Background: an optimization exercise with open tools, aiming at small area. Do not read the settings as production practice.
Only simulation tests tie the RTL to the original design; equivalence was not proved.
Power and IR drop assume default switching activity.

== lane 3 ==
==> module rbcpDecode, before the edit <==
module rbcpDecode (
  input  wire logic                 RST,
  input  wire rbcpRegPkg::rbcpAddrT rbcpAddr_i,
  input  wire logic                 rbcpWe_i,
  input  wire logic                 rbcpRe_i,
  input  wire rbcpRegPkg::byteT     rbcpWd_i,
  output logic [rbcpRegPkg::regCount-1:0] rdSel_o,   
  output rbcpRegPkg::byteT          rdId_o,     
  output logic [rbcpRegPkg::regCount-1:0] wrEn_o,    
  output logic [rbcpRegPkg::bankCount/2*rbcpRegPkg::dataWidth-1:0] wrData_o,   
  output logic                      accV_o,     
  output logic                      readV_o     
);
  logic inRange;
  logic writeV;
  logic [rbcpRegPkg::bankCount-1:0] bankRdN, bankWrN;
  logic [rbcpRegPkg::bankDepth-1:0] idxN, idxWrN;
  logic [rbcpRegPkg::regAddrWidth-1:0] a;
  assign a        = rbcpAddr_i[rbcpRegPkg::regAddrWidth-1:0];
  assign inRange  = (rbcpAddr_i[rbcpRegPkg::rbcpAddrWidth-1:rbcpRegPkg::regAddrWidth] == '0);
  assign accV_o   = inRange && !RST && (rbcpWe_i || rbcpRe_i);
  assign readV_o  = inRange && !RST && rbcpRe_i;
  assign writeV   = inRange && !RST && rbcpWe_i;
  rbcpRegPkg::byteT wdN;
  for (genvar k = 0; k < rbcpRegPkg::dataWidth; k++) begin : g_wdn
    gNandBN wdn_i (.aN(RST), .b(rbcpWd_i[k]), .y(wdN[k]));
  end
  for (genvar k = 0; k < rbcpRegPkg::bankCount/2*rbcpRegPkg::dataWidth; k++) begin : g_wd
    gInv wd_i (.a(wdN[k % rbcpRegPkg::dataWidth]), .y(wrData_o[k]));
  end
  logic [rbcpRegPkg::regAddrWidth-1:0] aN;
  logic [3:0] lo, hi, loW, hiW;
  logic rstN;
  for (genvar k = 0; k < rbcpRegPkg::regAddrWidth; k++) begin : g_lit
    gInv n_i (.a(a[k]), .y(aN[k]));
  end
  gInv rstn_i (.a(RST), .y(rstN));
  for (genvar l = 0; l < 4; l++) begin : g_lohi
    gNor2 lo_i (.a(l[1] ? aN[1] : a[1]), .b(l[0] ? aN[0] : a[0]), .y(lo[l]));
    gNor2 hi_i (.a(l[1] ? aN[3] : a[3]), .b(l[0] ? aN[2] : a[2]), .y(hi[l]));
    gOai21 low_i (.a1(l[1] ? aN[1] : a[1]), .a2(l[0] ? aN[0] : a[0]), .b1(rstN), .y(loW[l]));
    gOai21 hiw_i (.a1(l[1] ? aN[3] : a[3]), .a2(l[0] ? aN[2] : a[2]), .b1(rstN), .y(hiW[l]));
  end
  for (genvar i = 0; i < rbcpRegPkg::bankDepth; i++) begin : g_idx
    gNand2 rd_i (.a(lo[i % 4]),  .b(hi[i / 4]),  .y(idxN[i]));
    gNand2 wr_i (.a(loW[i % 4]), .b(hiW[i / 4]), .y(idxWrN[i]));
  end
  for (genvar b = 0; b < rbcpRegPkg::bankCount; b++) begin : g_bank
    gNand3 rd_i (.a(b[2] ? a[6] : aN[6]), .b(b[1] ? a[5] : aN[5]), .c(b[0] ? a[4] : aN[4]), .y(bankRdN[b]));
    gAoi41 wr_i (.a1(writeV), .a2(b[2] ? a[6] : aN[6]), .a3(b[1] ? a[5] : aN[5]), .a4(b[0] ? a[4] : aN[4]),
                 .b1(RST), .y(bankWrN[b]));
  end
  always_comb begin
    for (int b = 0; b < rbcpRegPkg::dataWidth; b++) begin
      rdId_o[b] = 1'b0;
      for (int j = 0; j < rbcpRegPkg::idRegCount - 1; j++) begin
        if (rbcpRegPkg::synDate[(rbcpRegPkg::idRegCount-2-j)*rbcpRegPkg::dataWidth + b]) begin
          rdId_o[b] = rdId_o[b] || rdSel_o[j];
        end
      end
      if (rbcpRegPkg::fpgaVer[b]) begin
        rdId_o[b] = rdId_o[b] || rdSel_o[rbcpRegPkg::idRegCount-1];
      end
    end
  end
  for (genvar j = 0; j < rbcpRegPkg::regCount; j++) begin : g_sel
    gNor2 rd_i (.a(bankRdN[j / rbcpRegPkg::bankDepth]), .b(idxN[j % rbcpRegPkg::bankDepth]), .y(rdSel_o[j]));
    if (j >= int'(rbcpRegPkg::ledAddr)) begin : g_wr
      gNor2 wr_i (.a(bankWrN[j / rbcpRegPkg::bankDepth]), .b(idxWrN[j % rbcpRegPkg::bankDepth]), .y(wrEn_o[j]));
    end else begin : g_ro
      assign wrEn_o[j] = 1'b0;
    end
  end
endmodule
==> module gOai21, before the edit <==
module gOai21 (input wire logic a1, input wire logic a2, input wire logic b1, output logic y);
  assign y = !((a1 || a2) && b1);
endmodule
==> module gAoi41, before the edit <==
module gAoi41 (input wire logic a1, input wire logic a2, input wire logic a3, input wire logic a4,
               input wire logic b1, output logic y);
  assign y = !((a1 && a2 && a3 && a4) || b1);
endmodule
clock: 5.0 ns
lec_check: 0
cap_margin: 20
core_margin: 2
core_utilization: 65
gpl_timing_driven: 0
setup_slack_margin: 0.2
slew_margin: 20
synth_hierarchical: 1
standard.sh (not shown) runs the stock make flow with config.mk's settings and CLKGATE_MAP_FILE= SYNTH_SCRIPT=/design/flow/synth_recipe.tcl, a recipe that flattens the netlist after the stock synthesis.
==> flow/flow/run.sh <==
#!/bin/bash
# Layout flow: the standard ORFS flow, with
#  - synthesis mapping only to the smallest drive of each gate (the
#    resizer upsizes later where timing needs it); registers unchanged
#  - port buffers of the smallest buffer
#  - clock tree without dummy loads
# Each step's full output goes to a log file of its own here.
set -uo pipefail
DU_SYN="$(cat flow/dontuse_synth.txt)"
CTS="-sink_clustering_enable -repair_clock_nets -dont_use_dummy_load -sink_clustering_size 28 -sink_clustering_max_diameter 90"
bash standard.sh DONT_USE_CELLS="$DU_SYN" synth > log_synth.txt 2>&1 || exit 1
bash standard.sh BUFFER_PORTS_ARGS="-buffer_cell sky130_fd_sc_hd__buf_1" CTS_ARGS="$CTS" finish > log_layout.txt 2>&1 || exit 1
Other scripts of this flow, unchanged in this note and not shown: flow/flow/dontuse_synth.txt
Lane 3 completed end to end with timing, DRC and antenna clean.
The inputs of lane 5 differ from those of lane 3 as listed below.
==> flow/design.v, changed modules only <==
module rbcpDecode (
  input  wire logic                 RST,
  input  wire rbcpRegPkg::rbcpAddrT rbcpAddr_i,
  input  wire logic                 rbcpWe_i,
  input  wire logic                 rbcpRe_i,
  input  wire rbcpRegPkg::byteT     rbcpWd_i,
  output logic [rbcpRegPkg::regCount-1:0] rdSel_o,   
  output rbcpRegPkg::byteT          rdId_o,     
  output logic [rbcpRegPkg::regCount-1:0] wrEn_o,    
  output logic [rbcpRegPkg::bankCount/2*rbcpRegPkg::dataWidth-1:0] wrData_o,   
  output logic                      accV_o,     
  output logic                      readV_o     
);
  logic inRange;
  logic writeV;
  logic [rbcpRegPkg::bankCount-1:0] bankRdN, bankWrN;
  logic [rbcpRegPkg::bankDepth-1:0] idxN, idxWrN;
  logic [rbcpRegPkg::regAddrWidth-1:0] a;
  assign a        = rbcpAddr_i[rbcpRegPkg::regAddrWidth-1:0];
  assign inRange  = (rbcpAddr_i[rbcpRegPkg::rbcpAddrWidth-1:rbcpRegPkg::regAddrWidth] == '0);
  assign accV_o   = inRange && !RST && (rbcpWe_i || rbcpRe_i);
  assign readV_o  = inRange && !RST && rbcpRe_i;
  assign writeV   = inRange && !RST && rbcpWe_i;
  rbcpRegPkg::byteT wdN;
  for (genvar k = 0; k < rbcpRegPkg::dataWidth; k++) begin : g_wdn
    gNandBN wdn_i (.aN(RST), .b(rbcpWd_i[k]), .y(wdN[k]));
  end
  for (genvar k = 0; k < rbcpRegPkg::bankCount/2*rbcpRegPkg::dataWidth; k++) begin : g_wd
    gInv wd_i (.a(wdN[k % rbcpRegPkg::dataWidth]), .y(wrData_o[k]));
  end
  logic [rbcpRegPkg::bankCount-1:0] bankRd, bankWr;
  logic [rbcpRegPkg::bankDepth-1:0] idxHit, idxWr;
  always_comb begin
    for (int b = 0; b < rbcpRegPkg::bankCount; b++) begin
      bankRd[b] = a[rbcpRegPkg::regAddrWidth-1:rbcpRegPkg::idxWidth] == rbcpRegPkg::bankWidth'(b);
      bankWr[b] = RST || (writeV && a[rbcpRegPkg::regAddrWidth-1:rbcpRegPkg::idxWidth] == rbcpRegPkg::bankWidth'(b));
    end
    for (int i = 0; i < rbcpRegPkg::bankDepth; i++) begin
      idxHit[i] = a[rbcpRegPkg::idxWidth-1:0] == rbcpRegPkg::idxWidth'(i);
      idxWr[i]  = RST || idxHit[i];
    end
  end
  for (genvar b = 0; b < rbcpRegPkg::bankCount; b++) begin : g_bank
    gInv rd_i (.a(bankRd[b]), .y(bankRdN[b]));
    gInv wr_i (.a(bankWr[b]), .y(bankWrN[b]));
  end
  for (genvar i = 0; i < rbcpRegPkg::bankDepth; i++) begin : g_idx
    gInv rd_i (.a(idxHit[i]), .y(idxN[i]));
    gInv wr_i (.a(idxWr[i]),  .y(idxWrN[i]));
  end
  always_comb begin
    for (int b = 0; b < rbcpRegPkg::dataWidth; b++) begin
      rdId_o[b] = 1'b0;
      for (int j = 0; j < rbcpRegPkg::idRegCount - 1; j++) begin
        if (rbcpRegPkg::synDate[(rbcpRegPkg::idRegCount-2-j)*rbcpRegPkg::dataWidth + b]) begin
          rdId_o[b] = rdId_o[b] || rdSel_o[j];
        end
      end
      if (rbcpRegPkg::fpgaVer[b]) begin
        rdId_o[b] = rdId_o[b] || rdSel_o[rbcpRegPkg::idRegCount-1];
      end
    end
  end
  for (genvar j = 0; j < rbcpRegPkg::regCount; j++) begin : g_sel
    gNor2 rd_i (.a(bankRdN[j / rbcpRegPkg::bankDepth]), .b(idxN[j % rbcpRegPkg::bankDepth]), .y(rdSel_o[j]));
    if (j >= int'(rbcpRegPkg::ledAddr)) begin : g_wr
      gNor2 wr_i (.a(bankWrN[j / rbcpRegPkg::bankDepth]), .b(idxWrN[j % rbcpRegPkg::bankDepth]), .y(wrEn_o[j]));
    end else begin : g_ro
      assign wrEn_o[j] = 1'b0;
    end
  end
endmodule
// module gOai21 removed
// module gAoi41 removed
- Lane 5 finished all stages; the layout is clean.
- Against lane 3, slack of the critical path in lane 5 came out better.
- The total chip power of lane 5 and that of lane 3 are within noise of each other.
- Comparing lane 3 and lane 5, the lower die area is on lane 3.
- Total detailed-routing wirelength is lower on lane 3
- Looking at startpoint of the worst setup timing path, the rbcpAddr_i[4] result is from lane 3; the rbcpAddr_i[1] one comes from lane 5.
- Diff lane 3 -> lane 5 | worst slack after detailed placement | increase of 0.0081 ns
- Hold slack essentially unchanged between lane 5 and lane 3.

afterwards: timing with drivers on the ports:
The flow's constraints put no driver on any port. The routed layouts listed below were extracted and timed again, unchanged, in two steps. Step 1: set_driving_cell puts a clkbuf_16 on CLK and a buf_2 on each other input, an assumption about the parent block. Step 2 moves the port delays by t, midway between the first and last clock arrival at a register: inputs arrive t later, outputs are due t later. That takes back most of the time a late clock gives input paths. Slacks: ideal ports / drivers / drivers and shift; pairs: ideal ports / drivers.
run	t, ns	setup WS [ns]	clock arrival spread, ns	slew at the worst register clock pin (ns)	cell pins on the clock port's net
lane 3	0.662	0.556 / 0.509 / -0.153	0.071 / 0.071	0.11 / 0.11	1
lane 5	0.653	0.627 / 0.619 / -0.035	0.069 / 0.069	0.11 / 0.11	1
Met with ideal ports but missed after step 2: setup timing in lane 3 and lane 5. The setup slack of lane 3, which loses most, moves by -0.047 ns with the drivers and by -0.709 ns with both steps.
